This is an optimization exercise on Yosys and OpenROAD, whose aim is small area and a short achievable clock period, not a production implementation. Where RTL was checked, it was by simulation tests only, not by an equivalence proof against the original.

== willow ==
==> flow/design.v <==
module mem_responder_top (
    input  logic       clk,
    input  logic       rst,
    input  logic       req,
    input  logic       we,
    input  logic [7:0] addr,
    input  logic [7:0] wdata,
    output logic [7:0] rdata,
    output logic       ack,
    output logic       err,
    output logic       busy
);
    mem_responder #(.DW(8), .AW(8), .DEPTH(200), .WAIT(2)) u_resp (
        .clk(clk), .rst(rst), .req(req), .we(we), .addr(addr), .wdata(wdata),
        .rdata(rdata), .ack(ack), .err(err), .busy(busy));
endmodule

module mem_responder #(
    parameter int DW    = 8,
    parameter int AW    = 8,
    parameter int DEPTH = 256,
    parameter int WAIT  = 2
) (
    input  logic          clk,
    input  logic          rst,
    input  logic          req,
    input  logic          we,
    input  logic [AW-1:0] addr,
    input  logic [DW-1:0] wdata,
    output logic [DW-1:0] rdata,
    output logic          ack,
    output logic          err,
    output logic          busy
);
    localparam int NR = 66;      
    localparam int NG = 5;       
    logic       busy_q, ack_q, err_q;
    logic [1:0] st_q;            
    logic          wr_q, inr_q;
    logic [2:0]    tp_q;         
    logic          w1_q;         
    logic [15:0]   lo_q;
    logic [NG-1:0] gr_q;
    logic [2:0]    xr_q;
    logic [DW-1:0] wdata_q;
    logic [DW-1:0] rdata_q;
    logic [2:0] ph_q;            
    logic       ph2_q;
    logic          wp1_q, pre_q;
    logic [NG-1:0] preg_q;       
    logic [DW-1:0] x2 [2];       
    logic [DW-1:0] t1;           
    logic [DW-1:0] grpb [4];     
    logic [DW-1:0] grpx_q;       
    logic          a_hi, a_inr;
    logic [1:0]    a_word;
    logic [2:0]    a_tp;
    logic [15:0]   a_lo;
    logic [NG-1:0] a_gr;
    logic [2:0]    a_xr;
    assign a_hi  = (addr[7:6] == 2'b11);
    assign a_inr = !a_hi || (addr[5:3] == 3'd0);
    always_comb begin
        for (int i = 0; i < 16; i++) a_lo[i] = (addr[3:0] == 4'(i));
        for (int g = 0; g < 4; g++) a_gr[g] = !a_hi && (addr[5:4] == 2'(g));
        a_gr[4] = a_hi && (addr[5:3] == 3'd0);
        a_xr[0] = (addr[2:0] == 3'd0) || (addr[2:0] == 3'd1) || (addr[2:0] == 3'd2);
        a_xr[1] = (addr[2:0] == 3'd3) || (addr[2:0] == 3'd4) || (addr[2:0] == 3'd5);
        a_xr[2] = (addr[2:0] == 3'd6) || (addr[2:0] == 3'd7);
        if (!a_hi) a_word = addr[7:6];
        else case (addr[2:0])
            3'd0, 3'd3, 3'd6: a_word = 2'd0;
            3'd1, 3'd4, 3'd7: a_word = 2'd1;
            default:          a_word = 2'd2;
        endcase
        case (a_word)
            2'd0:    a_tp = 3'b100;
            2'd1:    a_tp = 3'b010;
            default: a_tp = 3'b001;
        endcase
    end
    logic          stage2, accessing, commit, win, preset;
    logic          at_tap_q, at_next_q;    
    logic          is2_q;                  
    logic [2:0]    xr_sel;
    logic [NR:64]  rsel;
    logic [DW-1:0] rd;
    assign rsel[64] = gr_q[4] && xr_q[0];
    assign rsel[65] = gr_q[4] && xr_q[1];
    assign rsel[66] = gr_q[4] && xr_q[2];
    assign stage2    = busy_q && !ack_q && (st_q == 2'd2);
    assign accessing = busy_q && !ack_q && (st_q == 2'd3);
    assign commit    = accessing && !rst && wr_q;
    assign win       = ((stage2 || accessing) && !rst) || wp1_q;
    assign preset    = wr_q && at_tap_q && win;
    assign xr_sel = busy_q ? xr_q : a_xr;
    logic [DW-1:0] grp_x;
    always_comb begin
        grp_x = '0;
        for (int i = 0; i < 2; i++)
            if (xr_sel[i]) grp_x = grp_x | x2[i];
        if (xr_sel[2]) grp_x = grp_x | t1;
    end
    always_comb begin
        rd = '0;
        for (int g = 0; g < NG; g++)
            if (gr_q[g]) rd = rd | (g < 4 ? grpb[g % 4] : grpx_q);
    end
    logic restore;
    logic [DW-1:0] setd_x;
    assign restore = accessing && rst;
    assign setd_x  = restore ? grpx_q : wdata_q;
    logic [2:0] ph_d, tp_d;
    logic       ph2_d, w1_d, is2_d;
    assign ph_d  = {ph_q[1], ph_q[0], !(ph_q[1] || ph_q[0])};
    assign ph2_d = !ph2_q;
    assign tp_d  = busy_q ? tp_q : a_tp;
    assign w1_d  = busy_q ? w1_q : a_word[0];
    assign is2_d = busy_q ? is2_q : (a_gr[4] && a_xr[2]);
    always_ff @(posedge clk) begin
        at_tap_q  <= is2_d ? (w1_d ^ ph2_d) : |(tp_d & ph_d);
        at_next_q <= is2_d ? !(w1_d ^ ph2_d) : |({tp_d[1:0], tp_d[2]} & ph_d);
        ph_q  <= ph_d;
        ph2_q <= !ph2_q;
        wp1_q <= commit;
        pre_q <= preset;
        preg_q <= {NG{preset}} & gr_q;
        grpx_q <= grp_x;
    end
    always_ff @(posedge clk) begin
        if (rst) begin
            busy_q <= 1'b0;
            ack_q  <= 1'b0;
            err_q  <= 1'b0;
            st_q   <= 2'd0;
        end else if (!busy_q) begin
            if (req) begin
                busy_q <= 1'b1;
                st_q   <= 2'd1;
            end
        end else if (!ack_q) begin
            if (st_q == 2'd3) begin
                ack_q <= 1'b1;
                err_q <= !inr_q;
                st_q  <= 2'd0;
            end else begin
                st_q <= st_q + 2'd1;
            end
        end else if (!req) begin
            busy_q <= 1'b0;
            ack_q  <= 1'b0;
            err_q  <= 1'b0;
        end
    end
    always_ff @(posedge clk) begin
        if (!busy_q) begin
            wr_q    <= we && a_inr;
            inr_q   <= a_inr;
            tp_q    <= a_tp;
            w1_q    <= a_word[0];
            is2_q   <= a_gr[4] && a_xr[2];
            lo_q    <= a_lo;
            gr_q    <= a_gr;
            xr_q    <= a_xr;
            wdata_q <= wdata;
        end
    end
    always_ff @(posedge clk) begin
        if (!ack_q && at_next_q) rdata_q <= rd;
    end
    for (genvar g = 0; g < 4; g++) begin : g_bank
        mem_responder_bank #(.DW(DW)) u_bank (
            .clk(clk), .idle(!busy_q), .a_lo(a_lo), .lo_q(lo_q),
            .pre(preset && gr_q[g]), .set(preg_q[g]), .restore(restore),
            .wdata_q(wdata_q), .grp_q(grpb[g]));
    end
    for (genvar i = 0; i < 2; i++) begin : g_xring
        mem_responder_ring3 #(.DW(DW)) u_ring (
            .clk(clk), .pre(preset && rsel[64 + i]), .set(pre_q && rsel[64 + i]),
            .nd(~setd_x), .tap(x2[i]));
    end
    mem_responder_ring2 #(.DW(DW)) u_ring2 (
        .clk(clk), .pre(preset && rsel[NR]), .set(pre_q && rsel[NR]), .nd(~setd_x), .tap(t1));
    assign rdata = rdata_q;
    assign ack   = ack_q;
    assign err   = err_q;
    assign busy  = busy_q;
endmodule
module mem_responder_bank #(
    parameter int DW = 8
) (
    input  logic          clk,
    input  logic          idle,
    input  logic [15:0]   a_lo,
    input  logic [15:0]   lo_q,
    input  logic          pre,
    input  logic          set,
    input  logic          restore,
    input  logic [DW-1:0] wdata_q,
    output logic [DW-1:0] grp_q
);
    logic [DW-1:0] tap [16];
    logic [DW-1:0] setd, grp_d;
    logic [15:0]   lo_sel;
    assign setd   = restore ? grp_q : wdata_q;
    assign lo_sel = idle ? a_lo : lo_q;
    for (genvar i = 0; i < 16; i++) begin : g_ring
        mem_responder_ring3 #(.DW(DW)) u_ring (
            .clk(clk), .pre(pre && lo_q[i]), .set(set && lo_q[i]), .nd(~setd), .tap(tap[i]));
    end
    always_comb begin
        grp_d = '0;
        for (int i = 0; i < 16; i++)
            if (lo_sel[i]) grp_d = grp_d | tap[i];
    end
    always_ff @(posedge clk) grp_q <= grp_d;
endmodule
module mem_responder_ring3 #(
    parameter int DW = 8
) (
    input  logic          clk,
    input  logic          pre,
    input  logic          set,
    input  logic [DW-1:0] nd,
    output logic [DW-1:0] tap
);
    logic [DW-1:0] q0, q1, q2;
    always_ff @(posedge clk) begin
        q0 <= ~(q2 | {DW{pre}});
        q1 <= ~(q0 | ({DW{set}} & nd));
        q2 <= q1;
    end
    assign tap = q2;
endmodule
module mem_responder_ring2 #(
    parameter int DW = 8
) (
    input  logic          clk,
    input  logic          pre,
    input  logic          set,
    input  logic [DW-1:0] nd,
    output logic [DW-1:0] tap
);
    logic [DW-1:0] q0, q1;
    always_ff @(posedge clk) begin
        q0 <= ~(q1 | {DW{pre}});
        q1 <= ~(q0 | ({DW{set}} & nd));
    end
    assign tap = q1;
endmodule
Settings: LEC_CHECK=0, ABC_CLOCK_PERIOD_IN_PS=2200, CAP_MARGIN=20, CORE_MARGIN=2, CORE_UTILIZATION=70, CTS_BUF_LIST=sky130_fd_sc_hd__clkbuf_16, CTS_CLUSTER_DIAMETER=60, CTS_CLUSTER_SIZE=24, SETUP_SLACK_MARGIN=2.3, SLEW_MARGIN=20, SYNTH_HIERARCHICAL=1, TNS_END_PERCENT=10; clock period 4.5 ns.
standard.sh (not shown) runs the stock make flow with config.mk's settings and CLKGATE_MAP_FILE= SYNTH_SCRIPT=/design/flow/synth_recipe.tcl, a recipe that flattens the netlist after the stock synthesis.
==> flow/flow/run.sh <==
#!/bin/bash
# Standard ORFS layout (the standard.sh), with the port buffers made of buf_4 cells
# instead of whatever buffer_ports picks by default (it has been picking delay cells).
set -euo pipefail
bash standard.sh finish 'BUFFER_PORTS_ARGS=-buffer_cell sky130_fd_sc_hd__buf_4' > make_finish.log 2>&1
The following lists how harbor was set up differently from willow:
-- flow/design.v --
<<< willow, line 47
    logic [2:0] ph_q;            
    logic       ph2_q;
    logic          wp1_q, pre_q;
    logic [NG-1:0] preg_q;       
    logic [DW-1:0] x2 [2];       
    logic [DW-1:0] t1;           
>>> harbor, line 47
    logic [2:0] ph_q;            
    logic       ph2_q;
    logic       wp1_q, pre_q;
    logic [DW-1:0] x2 [2];       
    logic [DW-1:0] t1;           
<<< willow, line 125
        wp1_q <= commit;
        pre_q <= preset;
        preg_q <= {NG{preset}} & gr_q;
        grpx_q <= grp_x;
    end
>>> harbor, line 124
        wp1_q <= commit;
        pre_q <= preset;
        grpx_q <= grp_x;
    end
<<< willow, line 172
        mem_responder_bank #(.DW(DW)) u_bank (
            .clk(clk), .idle(!busy_q), .a_lo(a_lo), .lo_q(lo_q),
            .pre(preset && gr_q[g]), .set(preg_q[g]), .restore(restore),
            .wdata_q(wdata_q), .grp_q(grpb[g]));
    end
>>> harbor, line 170
        mem_responder_bank #(.DW(DW)) u_bank (
            .clk(clk), .idle(!busy_q), .a_lo(a_lo), .lo_q(lo_q),
            .pre(preset && gr_q[g]), .set(pre_q && gr_q[g]), .restore(restore),
            .wdata_q(wdata_q), .grp_q(grpb[g]));
    end
## What came out
- willow and harbor ended up with roughly the same adder and majority cell fraction of the synthesized area.
- Post-synthesis simple-gate area fraction delta (harbor -> willow): insignificant
- As far as utilization of the core after routing is concerned, willow and harbor perform about the same.
- Changes observed in harbor relative to willow: source-to-sink clock delay at the later pin of the worst-skew pair held, final standard cell count with taps included and fillers excluded held.
- Looking at harbor and willow, the count of multi-input gates is a wash.
- On harbor: layout buffer count excluding clock buffers is 3 higher than what willow gave.
- harbor ends up with a arrival time of data at the critical path endpoint that is 1430 ps lower than in willow.
- harbor vs. willow: layout cell share with drive strength beyond 1 rose 0.58 points; global-route usage saw an increase.
- Effective utilization at floorplan: willow vs harbor, no meaningful difference
- Number of clock buffers in the layout on harbor is down relative to willow.
- | final critical path time including I/O delays and setup | harbor vs willow | better |
The RTL of willow was laid out without a check of its function.

re-timing with driven ports:
The flow's constraints put no driver on any port. The routed layouts listed below were extracted and timed again, unchanged, in two steps.
Step 1 assumes that a clkbuf_16 drives the clock port and a buf_2 every other input.
Step 2 times the ports against the registers' clock, not the clock port: input delays grow and output delays shrink by t, the midpoint of the rising clock arrivals with the driver on.
a / b / c = no drivers / after step 1 / after step 2; a / b = the first two.
| run | t, ns | setup WS [ns] | hold slack, ns | clock arrival spread, ns | worst slew at a driven data input, ns |
|---|---|---|---|---|---|
| willow | 0.720 | 2.199 / 2.132 / 1.439 | 0.320 / 0.320 / 0.320 | 0.028 / 0.029 | 0.12 |
| harbor | 0.728 | 2.232 / 2.163 / 1.505 | 0.316 / 0.316 / 0.316 | 0.030 / 0.030 | 0.12 |
After both steps setup and hold are still met in every run listed. The setup slack of willow, which loses most, moves by -0.067 ns with the drivers and by -0.760 ns with both steps.
